What follows belongs to an exercise in optimizing a design on an open flow for small area, a short achievable clock period and few clock cycles per item; a production flow would make more cautious choices. Only simulation tests tie the RTL to the original design; equivalence was not proved.

==> design/flow/design.v <==
package mdc_pkg;
    typedef logic signed [11-1:0] elem_t;
endpackage
`timescale 1ns/1ps
module mdc_input_decoder (
    input  logic [15-1:0] code,
    output logic [11-1:0] data
);
    logic [3:0]             syn;
    logic [15-1:0] fixed;
    always_comb begin
        syn = '0;
        for (int p = 1; p <= 15; p++) begin
            if (code[15 - p]) begin
                syn = syn ^ 4'(p);
            end
        end
        for (int p = 1; p <= 15; p++) begin
            fixed[15 - p] = code[15 - p] ^ (syn == 4'(p));
        end
    end
    assign data = {fixed[15 - 3], fixed[15 - 5 -: 3],
                   fixed[15 - 9 -: 7]};
endmodule
`timescale 1ns/1ps
module mdc_top (
    input  logic                        clk,
    input  logic                        rst_n,
    input  logic                        in_valid,
    input  logic [15-1:0]      in_data,
    input  logic [9-1:0] in_mode,
    output logic                        out_valid,
    output logic [207-1:0]       out_data
);
    localparam int EW = 11;    
    localparam int MW = 22;             
    localparam int AW = 34;             
    logic [4:0] t_q;
    logic       det3_q;
    logic       start;
    logic       mode_det3;
    assign start = in_valid && (t_q == 5'd0 || t_q >= 5'd16);
    always_ff @(posedge clk or negedge rst_n) begin
        if (!rst_n) begin
            t_q       <= 5'd0;
            out_valid <= 1'b0;
        end else begin
            if (start) begin
                t_q <= 5'd1;
            end else if (t_q != 5'd0 && t_q < 5'd16) begin
                if (in_valid) t_q <= t_q + 5'd1;
            end else if (t_q >= 5'd16 && t_q != 5'd20) begin
                t_q <= t_q + 5'd1;
            end
            out_valid <= det3_q ? (t_q == 5'd17) : (t_q == 5'd16);
        end
    end
    always_ff @(posedge clk) begin
        if (start) det3_q <= mode_det3;
    end
    logic [EW-1:0] elem;
    logic [EW-1:0] mode_fix;
    mdc_input_decoder u_dec_data (.code(in_data), .data(elem));
    mdc_input_decoder u_dec_mode (
        .code ({in_mode, {(15 - 9){1'b0}}}),
        .data (mode_fix)
    );
    assign mode_det3 = mode_fix[EW - 5 + 1];
    logic signed [EW-1:0] d_q  [0:8];
    logic signed [EW-1:0] r0_q [0:3];
    always_ff @(posedge clk) begin
        if (in_valid) begin
            d_q[0] <= elem;
            for (int i = 1; i <= 8; i++) d_q[i] <= d_q[i-1];
        end
        if (start)                        r0_q[0] <= elem;
        if (in_valid && t_q == 5'd1)      r0_q[1] <= elem;
        if (in_valid && t_q == 5'd2)      r0_q[2] <= elem;
        if (in_valid && t_q == 5'd3)      r0_q[3] <= elem;
    end
    logic                 gap;
    logic signed [EW-1:0] mx1, my1, mx2, my2;
    logic signed [MW-1:0] minor;
    assign gap = det3_q && (t_q == 5'd13 || t_q == 5'd14);
    assign mx1 = gap ? d_q[6] : d_q[5];
    assign my1 = gap ? d_q[4] : d_q[0];
    assign mx2 = gap ? d_q[8] : d_q[4];
    assign my2 = gap ? d_q[2] : d_q[1];
    assign minor = MW'(mx1 * my1) - MW'(mx2 * my2);
    logic signed [MW-1:0] m01_q, m12_q, m23_q, n02_q, n13_q;
    always_ff @(posedge clk) begin
        if (t_q == 5'd10) m01_q <= minor;
        if (t_q == 5'd11) m12_q <= minor;
        if (t_q == 5'd12) m23_q <= minor;
        if (t_q == 5'd13) n02_q <= minor;
        if (t_q == 5'd14) n13_q <= minor;
    end
    logic [207-1:0] res_q;
    logic signed [AW-1:0] slot [0:3];
    always_comb begin
        for (int s = 0; s < 4; s++) begin
            slot[s] = res_q[s * 51 +: AW];
        end
    end
    logic signed [EW-1:0] x0;
    logic signed [MW-1:0] y0;
    logic signed [AW-1:0] z0, acc0;
    logic                 we0_s3, we0_s1;
    always_comb begin
        x0 = d_q[0];
        y0 = m01_q;
        z0 = '0;
        we0_s3 = 1'b0;
        we0_s1 = 1'b0;
        case (t_q)
            5'd11: begin x0 = r0_q[2]; y0 = m01_q;                we0_s3 = 1'b1; end
            5'd12: begin x0 = r0_q[0]; y0 = m12_q; z0 = slot[3];  we0_s3 = 1'b1; end
            5'd13: begin               y0 = m12_q;                we0_s1 = 1'b1; end
            5'd14: begin               y0 = n02_q; z0 = slot[1];  we0_s1 = 1'b1; end
            5'd15: begin               y0 = m01_q; z0 = slot[1];  we0_s1 = 1'b1; end
            5'd16: begin x0 = r0_q[1]; y0 = n02_q; z0 = slot[3];  we0_s3 = 1'b1; end
            default: ;
        endcase
        we0_s3 = we0_s3 && det3_q;
        we0_s1 = we0_s1 && det3_q;
    end
    assign acc0 = z0 + AW'(x0 * y0);
    logic signed [EW-1:0] x1;
    logic signed [MW-1:0] y1;
    logic signed [AW-1:0] z1, acc1;
    logic                 we1_s2, we1_s0;
    always_comb begin
        x1 = d_q[0];
        y1 = m12_q;
        z1 = '0;
        we1_s2 = 1'b0;
        we1_s0 = 1'b0;
        case (t_q)
            5'd12: begin x1 = r0_q[3]; y1 = m12_q;                we1_s2 = 1'b1; end
            5'd13: begin x1 = r0_q[1]; y1 = m23_q; z1 = slot[2];  we1_s2 = 1'b1; end
            5'd14: begin               y1 = m23_q;                we1_s0 = 1'b1; end
            5'd15: begin               y1 = n13_q; z1 = slot[0];  we1_s0 = 1'b1; end
            5'd16: begin               y1 = m12_q; z1 = slot[0];  we1_s0 = 1'b1; end
            5'd17: begin x1 = r0_q[2]; y1 = n13_q; z1 = slot[2];  we1_s2 = 1'b1; end
            default: ;
        endcase
        we1_s2 = we1_s2 && det3_q;
        we1_s0 = we1_s0 && det3_q;
    end
    assign acc1 = z1 + AW'(x1 * y1);
    logic sh_en;
    always_comb begin
        case (t_q)
            5'd6, 5'd7, 5'd8, 5'd10, 5'd11, 5'd12, 5'd14, 5'd15, 5'd16:
                sh_en = !det3_q;
            default:
                sh_en = 1'b0;
        endcase
    end
    localparam int W3 = 51;
    localparam int W2 = 23;
    always_ff @(posedge clk) begin
        if (sh_en) begin
            res_q <= {res_q[207-W2-1:0], {(W2 - MW){minor[MW-1]}}, minor};
        end
        if (we1_s0) res_q[0*W3 +: W3] <= {{(W3 - AW){acc1[AW-1]}}, acc1};
        if (we0_s1) res_q[1*W3 +: W3] <= {{(W3 - AW){acc0[AW-1]}}, acc0};
        if (we1_s2) res_q[2*W3 +: W3] <= {{(W3 - AW){acc1[AW-1]}}, acc1};
        if (we0_s3) res_q[3*W3 +: W3] <= {{(W3 - AW){acc0[AW-1]}}, acc0};
    end
    assign out_data = out_valid ? {det3_q ? 3'b000 : res_q[207-1 -: 3],
                                   res_q[207-4:0]}
                                : '0;
endmodule
==> design/flow/run.sh <==
#!/bin/bash
# synth_recipe.tcl (not shown) runs the flow's synth.tcl, then flattens the netlist and writes it again
# the make line also repeats each setting of config.mk as NAME=value (left out here)
make -C /OpenROAD-flow-scripts/flow DESIGN_CONFIG=/design/flow/config.mk WORK_HOME=/design/flow/orfs CLKGATE_MAP_FILE= SYNTH_SCRIPT=/design/flow/synth_recipe.tcl finish
==> design/flow/config.mk <==
export PLATFORM = sky130hd
export DESIGN_NAME = mdc_top
export DESIGN_NICKNAME = mdc_top
export VERILOG_FILES = /design/flow/design.v
export SDC_FILE = /design/flow/constraint.sdc
export NUM_CORES = 4
export LEC_CHECK = 0
export CAP_MARGIN = 20
export CORE_MARGIN = 2
export CORE_UTILIZATION = 40
export SLEW_MARGIN = 20
==> design/flow/constraint.sdc <==
create_clock -name core_clock -period 20.0 [get_ports {clk}]
set_input_delay 4.0000 -clock core_clock [delete_from_list [all_inputs] [get_ports {clk}]]
set_output_delay 4.0000 -clock core_clock [all_outputs]
set_load 0.01 [all_outputs]
==> notes.md <==
==> how the worst max path moves through the flow <==
stage / from / end / cells after the start
global placement: t_q[2]$_DFFE_PN0P_ / res_q[19]$_DFFE_PP_ / 28
CTS: t_q[2]$_DFFE_PN0P_ / res_q[18]$_DFFE_PP_ / 28
floorplan: t_q[1]$_DFFE_PN0P_ / res_q[18]$_DFFE_PP_ / 30
finish: t_q[2]$_DFFE_PN0P_ / res_q[18]$_DFFE_PP_ / 27
global route: t_q[2]$_DFFE_PN0P_ / res_q[18]$_DFFE_PP_ / 28
detailed placement: t_q[2]$_DFFE_PN0P_ / res_q[18]$_DFFE_PP_ / 28
==> worst max-delay path: stages, from the launching register on <==
cell and delay (ns):
dfrtp_1 0.53, and3b_1 0.29, and2_1 0.17, nand2b_1 0.14
buf_4 0.26, nand2_4 0.12, buf_4 0.79, mux2i_1 0.97
or2_2 0.27, inv_1 0.09, fa_1 0.48, inv_1 0.21
fa_1 0.48, fa_1 0.56, fa_1 0.43, fa_1 0.46
fa_1 0.49, inv_1 0.05, fa_1 0.51, inv_1 0.08
ha_1 0.33, a21o_1 0.17, nand2_1 0.10, nand2_1 0.06
o311ai_0 0.61, nand2b_1 0.14, xor2_1 0.47, mux2_2 0.26
==> routing by layer <==
layer / GRT usage / part of all wire
met1: 0.339 / 0.41
met4: 0.0996 / 0.045
met5: 0 / 0.00017
met2: 0.382 / 0.45
met3: 0.0603 / 0.096
==> cell type report <==
cell class,instances,area share
tap,1637,0.0366
clock inverter,31,0.00517
inverter,972,0.0653
clock buffer,62,0.0239
sequential,467,0.250
antenna,3,0.000134
timing repair buffer,302,0.0513
multi-input combinational,3374,0.567
==> kinds of logic (layout without fill, tap and decap cells) <==
family | after synthesis | after routing | synth area share
flops | 467 | 467 | 0.280
fa+ha+maj | 1025 | 1025 | 0.372
simple gates | 1541 | 1541 | 0.140
xor+xnor | 138 | 138 | 0.0243
compound gates | 579 | 579 | 0.0744
buf+inv | 1171 | 1367 | 0.0895
mux | 91 | 91 | 0.0200
other cells | 0 | 3 | 0
==> state kept, by name, indices dropped and copies added, names as in the netlist <==
register   count
det3_q         1
m12_q         22
r0_q          44
n02_q         22
m01_q         22
res_q        207
n13_q         22
t_q            5
d_q           99
out_valid      1
m23_q         22
==> stage by stage <==
stage	setup slack [ns]	std cells	area [sq um]	hold slack (ns)
after detailed placement	10.23	6751	54200	0.405
after global routing	9.68	6845	55900	0.429
after global placement	10.34	6751	54200	0.402
final	10.20	6848	55900	0.412
after floorplan	11.90	5012	50100	0.400
after CTS	10.16	6844	55800	0.417
==> synth_stat cells, types with 13 or more instances <==
cell type  number
edfxtp_1      461
nor2_1        336
nand2_1       743
a22oi_1       108
a21o_1         41
nand3_1        27
nand2b_1       37
a22o_1         18
nor2b_1        24
nor3_1         13
a211oi_1       15
o21ai_0       144
clkbuf_1      144
mux2_2         40
and2_1        257
or3_1          14
mux2i_1        45
ha_1          251
xor2_1         33
fa_1          774
or2_2          29
inv_1         972
and3_1         14
buf_2          36
a21oi_1       154
xnor2_1       104
==> cells in the final DEF, fill, tap and decap left out, drive strengths merged, types with 51 or more instances in the layout <==
master         count
nor2             337
edfxtp           461
nand2            745
mux2i             51
a21oi            155
o21ai            152
a22oi            109
fa               774
inv              976
clkbuf            62
ha               251
and2             258
xnor2            105
clkdlybuf4s50    233
buf               69
==> summary.txt <==
Routing
  – Number of detailed-route iterations in the first pass: 5
  – Final ANT Viol Nets: 0
  – WL/cell: 23.0 um
  – 1st-iter DRT viols: around 3.4k
  – Via count: 36.1k
  – DRC: 0
  – Final wirelength: 157 mm
  – Vias per cell: approximately 5.3

Setup path
  – Worst reg2reg endpoint: res_q[18]$_DFFE_PP_
  – Setup slack, reg-to-reg: 10.20 ns
  – Crit path max fanout: between 60 and 70
  – Critical path class: reg -> reg
  – Crit path DAT: 10.30 ns
  – CP Capture Type: register
  – RR Startpoint: t_q[2]$_DFFE_PN0P_
  – CP required: 20.50 ns
  – FF-to-FF path depth: 27
  – Worst setup SP type: register

STA
  – Measured slew at the worst slew-check pin: 1.08 ns
  – Slew margin rel.: 0.256
  – Final period util: 0.490
  – Final slew viol count: 0
  – F_max: around 100 MHz
  – Minimum clock period: 9.80 ns
  – RSZ-0062 raised after global routing: no
  – Fin. Hold Viols: 0
  – Setup_tns: 0 ns
  – Max Clock Skew: between 0.03 and 0.04 ns
  – Final Setup Violations: 0

GRT
  – Vias in the first global route: 37.1k
  – Global Route Usage Sum: 0.249
  – Initial antenna violation count: 7
  – Largest net degree at the start of global routing: between 100 and 150
  – First-pass GRT wire length: 235 mm
  – Total global routing overflow: 0

Worst hold path
  – Worst min path class: reg -> reg
  – Hold Path Depth: 0
  – Worst Hold Launch: d_q[3][6]$_DFFE_PP_
  – Hold endpoint: d_q[4][6]$_DFFE_PP_

Clock network
  – Post-cts hold buffer count: 0
  – Post-CTS resize count: 0
  – Post-CTS setup buffers: 0
  – Clock transition at path regs: 0.08 ns
  – CTS Buffer Depth: 3
  – Clock Latency Late Sink: 0.65 ns
  – CTS buffer count: 52
  – CTS tree: yes
  – Num Clock Sinks: 467
  – Root Driver: clkbuf_16
  – H-tree depth: 2

Status
  – Status: timing/DRC/antenna clean

Placed design
  – GP Congestion: 0.916
  – Post-DP HPWL: 126 mm
  – IO buf count: 234

Final layout
  – Area taken by multi-input logic gates: 0.0317 sq mm
  – Area Growth Syn to Fin: 11.7%
  – Share of cells above drive strength 1: 0.0497
  – FF/Latch Area: 0.0140 sq mm
  – Filler instances: approximately 12k
  – Fin nets: 6221
  – Final Util: 0.451

Synthesis
  – Leading area contributor after synthesis: fa_1
  – Yosys reg bits: 467
  – Yosys top cell area share: 0.309
  – Avg Cell Area, Syn: 9.99 sq um
  – Syn. warnings: 5
  – Number of synthesized flops with an enable pin: 461
  – Area contributors post-synth: fa_1, edfxtp_1, inv_1
  – Asr flop ratio synth: 0.0128
  – Post-synthesis sequential area ratio: 0.280
  – Synth Net Count: 6064
  – Post-Synthesis Cells: between 5k and 6k
  – Synth Flop Type: edfxtp_1
  – Mapped Area: between 0.05 and 0.06 sq mm
  – Library cells used by synthesis: 81

Job
  – Max-Cap Viols: 0

Floorplan
  – Core Box Area: 0.124 sq mm
  – Die W: 358 um
  – Die Area: 0.128 sq mm
  – Initial Utilization: 0.404
  – # IOs: 235
  – Std cell rows: 129
  – Die Span Y: about 360 um
Testbench counts, summed over its fixed seeds: cycles 42,002, matrices 2,400.

re-timing with driven ports:
How much do the figures lean on ideal ports? The routed layout below was timed once more, with nothing changed but the port constraints. Step 1 assumes that a clkbuf_16 drives the clock port and a buf_2 every other input. Step 2 also shifts input and output timing later by t, the mid clock arrival at the registers, as if the neighbouring blocks saw the same clock. Three values: no drivers, after step 1, after step 2; two values: the first two.
t (ns): 0.702
setup slack, ns: 10.197 / 10.197 / 10.197
worst setup path at the end: register to register
worst slew at a driven data input, ns: 0.03
pins driven straight from the clock port: 1
After both steps setup and hold are still met in this run. For this run, drivers alone change the setup slack by 0.000 ns; drivers and shift together by 0.000 ns.
